This is an optimization exercise on Yosys and OpenROAD, whose aim is small area, a short achievable clock period and few clock cycles, not a production implementation.
The RTL was checked by simulation tests, not by an equivalence proof against the original design.
Power figures rest on the tool's default switching activity, not on a simulated workload.

## csg_ray_span_combine
module csg_ray_span_combine (
  input  logic                       clk,
  input  logic                       rst,
  input  logic                       cfg_write_en,
  input  logic [csgsc_pkg::OP_W-1:0] cfg_write_data,
  input  logic                       cmd_valid,
  output logic                       cmd_ready,
  input  csgsc_pkg::cmd_beat_t       cmd_beat,
  output logic                       res_valid,
  input  logic                       res_ready,
  output csgsc_pkg::res_beat_t       res_beat
);
For scale: roughly 4,600 cells after synthesis, about 1,900 flip-flops, ~110 I/O pins, ~0.074 mm2 of cells after synthesis.
export LEC_CHECK = 0
export CAP_MARGIN = 20
export CORE_MARGIN = 2
export CORE_UTILIZATION = 40
export CTS_BUF_LIST = sky130_fd_sc_hd__clkbuf_8
export SETUP_SLACK_MARGIN = 3.0
export SLEW_MARGIN = 20
create_clock -name core_clock -period 5.5 [get_ports {clk}]
standard.sh (not shown) runs the stock make flow with config.mk's settings and CLKGATE_MAP_FILE= SYNTH_SCRIPT=/design/flow/synth_recipe.tcl, a recipe that flattens the netlist after the stock synthesis.
==> flow/flow/run.sh <==
#!/bin/bash
# Standard layout, with the port buffers made from buf_4 instead of the
# slow delay buffer buffer_ports picks by default.
set -euo pipefail
export BUFFER_PORTS_ARGS="-buffer_cell sky130_fd_sc_hd__buf_4"
bash standard.sh > standard_flow.log 2>&1
The first run passed the timing, design-rule and antenna checks.
Testbench counts at the start, summed over its fixed seeds: cycles 5,559.
==> next run, changes <==
Settings changed: CTS_BUF_LIST sky130_fd_sc_hd__clkbuf_8 to default.
First-iteration DRC count increases by 5.2%.
Total power came out higher by 2.2%.
Final area stays flat.
Global-route usage is about the same.
Routed wire length shrinks by 1.9%.

========
run A:
Another version of the RTL of csg_ray_span_combine (not shown whole).
Size in the first run: roughly 3,600 cells after synthesis, roughly 1,900 flip-flops, ~75,000 um2 of cells after synthesis.
clock: 5.5 ns
lec_check: 0
cap_margin: 20
core_margin: 2
core_utilization: 40
cts_cluster_diameter: 100
cts_cluster_size: 30
setup_slack_margin: 3.0
slew_margin: 20
Scripts as last shown in full above: flow/flow/run.sh
In summary, run A completed successfully, with a layout that passed the timing, design-rule and antenna checks.
Testbench counts of run A, summed over its fixed seeds: cycles 5,559.
What run B does differently from run A at the input level:
- CTS_CLUSTER_DIAMETER no longer set, was 100
- CTS_CLUSTER_SIZE no longer set, was 30
==> flow/run.sh (new file) <==
#!/bin/bash
# synth_recipe.tcl (not shown) runs the flow's synth.tcl, then flattens the netlist and writes it again
# the make line also repeats each setting of config.mk as NAME=value (left out here)
make -C /OpenROAD-flow-scripts/flow DESIGN_CONFIG=/design/flow/config.mk WORK_HOME=/design/flow/orfs CLKGATE_MAP_FILE= SYNTH_SCRIPT=/design/flow/synth_recipe.tcl finish
removed: flow/flow/run.sh
removed: flow/standard.sh
Notes after the runs:
Run B ran to completion and came out clean on the timing, design-rule and antenna checks. For run A, the slowest library cell on the worst path was sky130_fd_sc_hd__and2_2, unlike run B, where it was sky130_fd_sc_hd__mux4_2. Final worst hold slack on run B is down relative to run A. According to the power report, total power for run B is higher than for run A. Run A vs run B, type of the worst setup path: input port to flop vs flop to flop. Delta (run B minus run A): share of the core filled with cells has increased, maximum clock frequency has increased, post-DP HPWL +about 3%. Run B against run A: total number of multi-input combinational cells has increased, clock skew has increased, number of buffers created by CTS has increased, first-pass GRT wire length has increased.
> inputs changed (run B -> run C)
==> flow/flow/run.sh (new file) <==
#!/bin/bash
# Standard layout, with the port buffers made from buf_4 instead of the
# slow delay buffer buffer_ports picks by default.
set -euo pipefail
export BUFFER_PORTS_ARGS="-buffer_cell sky130_fd_sc_hd__buf_4"
bash standard.sh > standard_flow.log 2>&1
==> flow/standard.sh (new file) <==
#!/bin/bash
# synth_recipe.tcl (not shown) runs the flow's synth.tcl, then flattens the netlist and writes it again
# the make line also repeats each setting of config.mk as NAME=value (left out here)
make -C /OpenROAD-flow-scripts/flow DESIGN_CONFIG=/design/flow/config.mk WORK_HOME=/design/flow/orfs CLKGATE_MAP_FILE= SYNTH_SCRIPT=/design/flow/synth_recipe.tcl "${@:-finish}"
removed: flow/run.sh
### Flow results
- Run B → run C: fraction of standard cell area that is sequential shows an increase of 1.5 points, setup slack shows no meaningful change.
- Going from run B to run C, part of the cycle the worst path needs ~0 delta, fraction of area in clock buffers and inverters ~0 delta.
[inputs] run D vs run C
- CTS_CLUSTER_SIZE newly set to 22
- CTS_CLUSTER_DIAMETER newly set to 120
## What came out
Run D was carried through to the last stage, and its layout satisfied the timing, design-rule and antenna checks.
Between run D and run C, it is run D whose met2 global-route usage is higher, by 1.4 points.
As far as proportion of register bits with asynchronous set or reset after synthesis goes, run C and run D are indistinguishable; the numbers are identical.
Run C → run D: global-route usage moved up, combined area of the multi-input logic cells has increased, combinational share of power higher, area after synthesis comparable, maximum frequency has decreased.
Input changes introduced in run E (baseline for comparison: run D):
- CTS_CLUSTER_SIZE no longer set, was 22
- CTS_CLUSTER_DIAMETER no longer set, was 120
- CORE_UTILIZATION now 55, was 40
==> comparison <==
- Run E vs run D on overall power consumption: run E is the higher one.
- The final reports for run E and run D show sequential share of layout area lower in the former.
- The utilization after layout in run E was higher than what run D gave.
- Compared with run D, run E shows a relative area change from synthesis to final layout that is 2.4 points higher.
- The timing startpoint of the critical path comes out cmd_valid in one run and cmd_beat[49] in the other, namely in run D and run E respectively.
- Summary of run E over run D: post-synthesis instance area shows no meaningful change, placeable core area shows a reduction of about 27%, global routing usage summed across all routing layers shows an increase of 8.4 points.
- Run D and run E ended up with roughly the same setup slack.
- Relative to run D, the number of clock buffers in the layout of run E is higher by about 100%.
- Going from run D to run E, final area grew by a few percent.
- Final count of hold timing violations came out exactly the same in run E and run D.
Changes in run F relative to run E:
- CORE_UTILIZATION now 40, was 55
- SETUP_SLACK_MARGIN now 3.3, was 3.0
==> comparison <==
- Between run E and run F, the area of combinational cells with multiple inputs is lower for run E.
- Against run E, via count of the first global-routing pass in run F rose by a few percent.
- Number of buffers created by CTS ended up 4 higher on run F than on run E.
- Delta (run F minus run E): core region area now sits higher; count of filler cells inserted in the layout now sits higher.
- Run F vs run E, final area went up by 9400 um2.
- As of run F, worst vdd rail ir drop had risen by more than 100% compared to run E.
- Run F ends up with higher number of signal-net buffers in the layout than run E does.

========
== try-juniper ==
Another version of the RTL of csg_ray_span_combine (not shown whole).
Size: ~1900 flip-flops.
clock: 5.5 ns
lec_check: 0
cap_margin: 20
core_margin: 2
core_utilization: 40
cts_cluster_diameter: 120
cts_cluster_size: 22
place_density: 0.75
setup_slack_margin: 3.0
slew_margin: 20
tns_end_percent: 50
==> flow/flow/run.sh <==
#!/bin/bash
# Standard layout, with the port buffers made from buf_4 instead of the
# slow delay buffer buffer_ports picks by default.
set -euo pipefail
export BUFFER_PORTS_ARGS="-buffer_cell sky130_fd_sc_hd__buf_4"
bash standard.sh > standard_flow.log 2>&1
try-juniper: full flow OK, the timing, design-rule and antenna checks passed
Testbench counts of try-juniper, summed over its fixed seeds: cycles 5,559.
Input changes introduced in try-cedar (baseline for comparison: try-juniper):
- TNS_END_PERCENT: 50 -> unset
- SETUP_SLACK_MARGIN: 3.0 -> 3.1
--- outcome ---
- Looking at met2 wirelength from detailed routing, try-cedar sits 3800 um above try-juniper.
- Sequential cell area share | try-cedar below try-juniper
- Register area of try-cedar is on par with try-juniper.
- Going from try-juniper to try-cedar, the net switching share of the total power was found to have gone up by 0.39 points.
- Effective utilization at floorplan: try-cedar vs try-juniper identical
- Against try-juniper, total CTS buffers in try-cedar fell by a few percent.
- try-cedar ends up with a number of resized instances in the post-cts repair step that is 180% higher than in try-juniper.
- Compared to try-juniper, the router laid down more metal wire for try-cedar.
- Diff try-juniper -> try-cedar | number of standard cells in the final layout excluding fillers | increase of about 1.4%
- Looking at worst setup path startpoint, the res_beat[39]$_DFFE_PP_ result is from try-cedar; the wpb[0]$_SDFFE_PP0P_ one comes from try-juniper.
- ~same count of placed standard cells including taps in try-cedar and try-juniper
- try-cedar reports a lower clock period minus worst slack than try-juniper does.
Edits applied to the flow inputs when going from try-cedar to try-raven:
- SETUP_SLACK_MARGIN: 3.1 -> 3.15
- PLACE_DENSITY: 0.75 -> unset
Findings:
[compare] base=try-cedar new=try-raven: power density over the cells went up 6.2 nW/um2, total sequential power flat. Delta (try-raven minus try-cedar): mux contribution to synthesized area flat; number of antenna violations at the first check in global routing down 9; actual slew at the worst max-slew pin down 0.047 ns. On source-to-sink clock delay at the later pin of the worst-skew pair: between try-cedar and try-raven, it ends up higher for try-raven. Wire length: lower on try-cedar.

========
Setup of exp/cedar:
csg_ray_span_combine again, from the RTL that the note above started with.
==> flow/config.mk <==
export PLATFORM = sky130hd
export DESIGN_NAME = csg_ray_span_combine
export DESIGN_NICKNAME = csg_ray_span_combine
export VERILOG_FILES = /design/flow/design.v
export SDC_FILE = /design/flow/constraint.sdc
export NUM_CORES = 4
export LEC_CHECK = 0
export ABC_CLOCK_PERIOD_IN_PS = 2500
export CAP_MARGIN = 20
export CORE_MARGIN = 2
export CORE_UTILIZATION = 40
export CTS_CLUSTER_DIAMETER = 120
export CTS_CLUSTER_SIZE = 22
export SETUP_SLACK_MARGIN = 3.0
export SLEW_MARGIN = 20
==> flow/constraint.sdc <==
create_clock -name core_clock -period 5.5 [get_ports {clk}]
set_input_delay 1.1000 -clock core_clock [delete_from_list [all_inputs] [get_ports {clk}]]
set_output_delay 1.1000 -clock core_clock [all_outputs]
set_load 0.01 [all_outputs]
Scripts as last shown in full above: flow/flow/run.sh
exp/cedar: flow completed, timing, DRC and antenna clean
Testbench counts of exp/cedar, summed over its fixed seeds: cycles 5,559.
[inputs] exp/delta vs exp/cedar
Settings: ABC_CLOCK_PERIOD_IN_PS no longer set, was 2500; CTS_CLUSTER_SIZE no longer set, was 22; CTS_CLUSTER_DIAMETER no longer set, was 120.
[summary]
exp/delta against exp/cedar: worst stage delay on the critical path went up; diode insertion count for antenna repair went down.
Compared with exp/cedar, exp/delta shows a lower switching power share of the total.
Per the comparison of exp/delta with exp/cedar, endpoint required time on the critical path went up by 150 ps, final area shows an increase of about 3.7%, setup slack climbed 25 ps, share of the clock period used by the worst path after layout fell by 0.45 points, synthesis-to-layout area growth up 4.1 points.
exp/cedar reports its last element of the critical path as res_beat[28]$_DFFE_PP_ while exp/delta reports cab$_DFF_P_.
[compare] base=exp/cedar new=exp/delta: routed wire length shows a reduction of 0.62%; number of buffers created by CTS saw an increase; leakage power total saw an increase.
--- input diff exp/delta..exp/pepper ---
Settings: putting CTS_CLUSTER_SIZE at 22 where nothing was set; putting CTS_CLUSTER_DIAMETER at 120 where nothing was set.
Results
Run comparison: exp/pepper worst setup path startpoint a_left$_DFFE_PP_; exp/delta worst setup path startpoint hda0[19]$_DFFE_PP_
From exp/delta to exp/pepper, flip-flop and latch count did not move at all.
Compared with exp/delta, in exp/pepper global routing met1 resource utilization saw little to no change; minimum clock period after layout +25 ps.
Here is what was changed in the inputs of exp/sierra compared with exp/pepper.
Settings: an added PLACE_DENSITY of 0.75.
--- outcome ---
exp/sierra: full flow OK, the timing, design-rule and antenna checks passed
The clock insertion delay at the later pin of the skew report of exp/sierra and that of exp/pepper are within noise of each other.
Summary of exp/sierra over exp/pepper: global-route wire length before repair down 12000 um, fraction of standard cell area in multi-input logic went down by 0.15 points, worst setup skew after layout roughly the same, internal portion of total power comparable.
Run comparison: exp/sierra last element of the critical path res_beat[31]$_DFFE_PP_; exp/pepper last element of the critical path res_beat[28]$_DFFE_PP_
exp/pepper tops out at a lower clock frequency than exp/sierra.
Est. power | exp/sierra vs exp/pepper | exp/sierra lower
Compared with exp/pepper, exp/sierra shows a pre-CTS setup slack that is 100 ps lower.
The following lists how exp/tundra was set up differently from exp/sierra:
Settings: SETUP_SLACK_MARGIN: 3.0 -> 2.9.
### Flow results
- Comparing exp/sierra and exp/tundra, worst setup timing slack at the placement stage is lower on exp/sierra.
- A cell at the slowest stage of the critical path of sky130_fd_sc_hd__o31a_4 is what exp/sierra shows, while sky130_fd_sc_hd__and3_4 belongs to exp/tundra.
- The critical path launch point comes out wpb[0]$_SDFFE_PP0P_ in one run and bool_op[0]$_SDFFE_PP0P_ in the other, namely in exp/tundra and exp/sierra respectively.
- Cmp exp/sierra and exp/tundra / sequential share of layout area / higher: exp/tundra
- Comparing exp/tundra against exp/sierra, there is no change at all in post-synthesis cell count.
- Diff exp/tundra..exp/sierra | worst-case hold slack | negligible

==> afterwards: timing with drivers on the ports <==
The results above use ideal ports. As a check the final layouts listed here were re-extracted and re-timed, cells and wires unchanged. Step 1 sets driving cells, clkbuf_16 on the clock port and buf_2 on the other inputs (assumed; they add their load-dependent delay and slew). Step 2 moves the port delays by t, midway between the first and last clock arrival at a register: inputs arrive t later, outputs are due t later. That takes back most of the time a late clock gives input paths. Three values: ideal, step 1, step 2; two values: the first two.
run | t, ns | setup WS [ns] | worst register clock-pin slew, ns
the first run of note 1 | 1.101 | 2.587 / 2.490 / 1.792 | 0.07 / 0.07
the second run of note 1 | 0.923 | 2.746 / 2.653 / 1.936 | 0.07 / 0.07
run A | 0.808 | 2.701 / 2.722 / 1.913 | 0.12 / 0.12
run B | 0.914 | 2.863 / 2.860 / 2.145 | 0.07 / 0.07
run C | 0.891 | 2.862 / 2.817 / 2.008 | 0.07 / 0.07
run D | 0.837 | 2.754 / 2.783 / 1.947 | 0.10 / 0.10
run E | 0.879 | 2.754 / 2.793 / 1.930 | 0.06 / 0.06
run F | 0.922 | 2.886 / 2.886 / 2.073 | 0.07 / 0.07
try-juniper | 0.840 | 2.812 / 2.812 / 2.212 | 0.10 / 0.10
try-cedar | 0.840 | 2.904 / 2.811 / 2.309 | 0.11 / 0.11
try-raven | 0.851 | 2.842 / 2.842 / 2.265 | 0.11 / 0.11
exp/cedar | 0.849 | 2.878 / 2.850 / 2.295 | 0.10 / 0.10
exp/delta | 0.905 | 2.902 / 2.833 / 2.292 | 0.07 / 0.07
exp/pepper | 0.849 | 2.878 / 2.850 / 2.295 | 0.10 / 0.10
exp/sierra | 0.827 | 2.922 / 2.889 / 2.213 | 0.10 / 0.10
exp/tundra | 0.817 | 2.838 / 2.838 / 2.188 | 0.10 / 0.10
After both steps every run listed still meets setup and hold. For run C, which loses most, drivers alone change the setup slack by -0.045 ns; drivers and shift together by -0.854 ns.
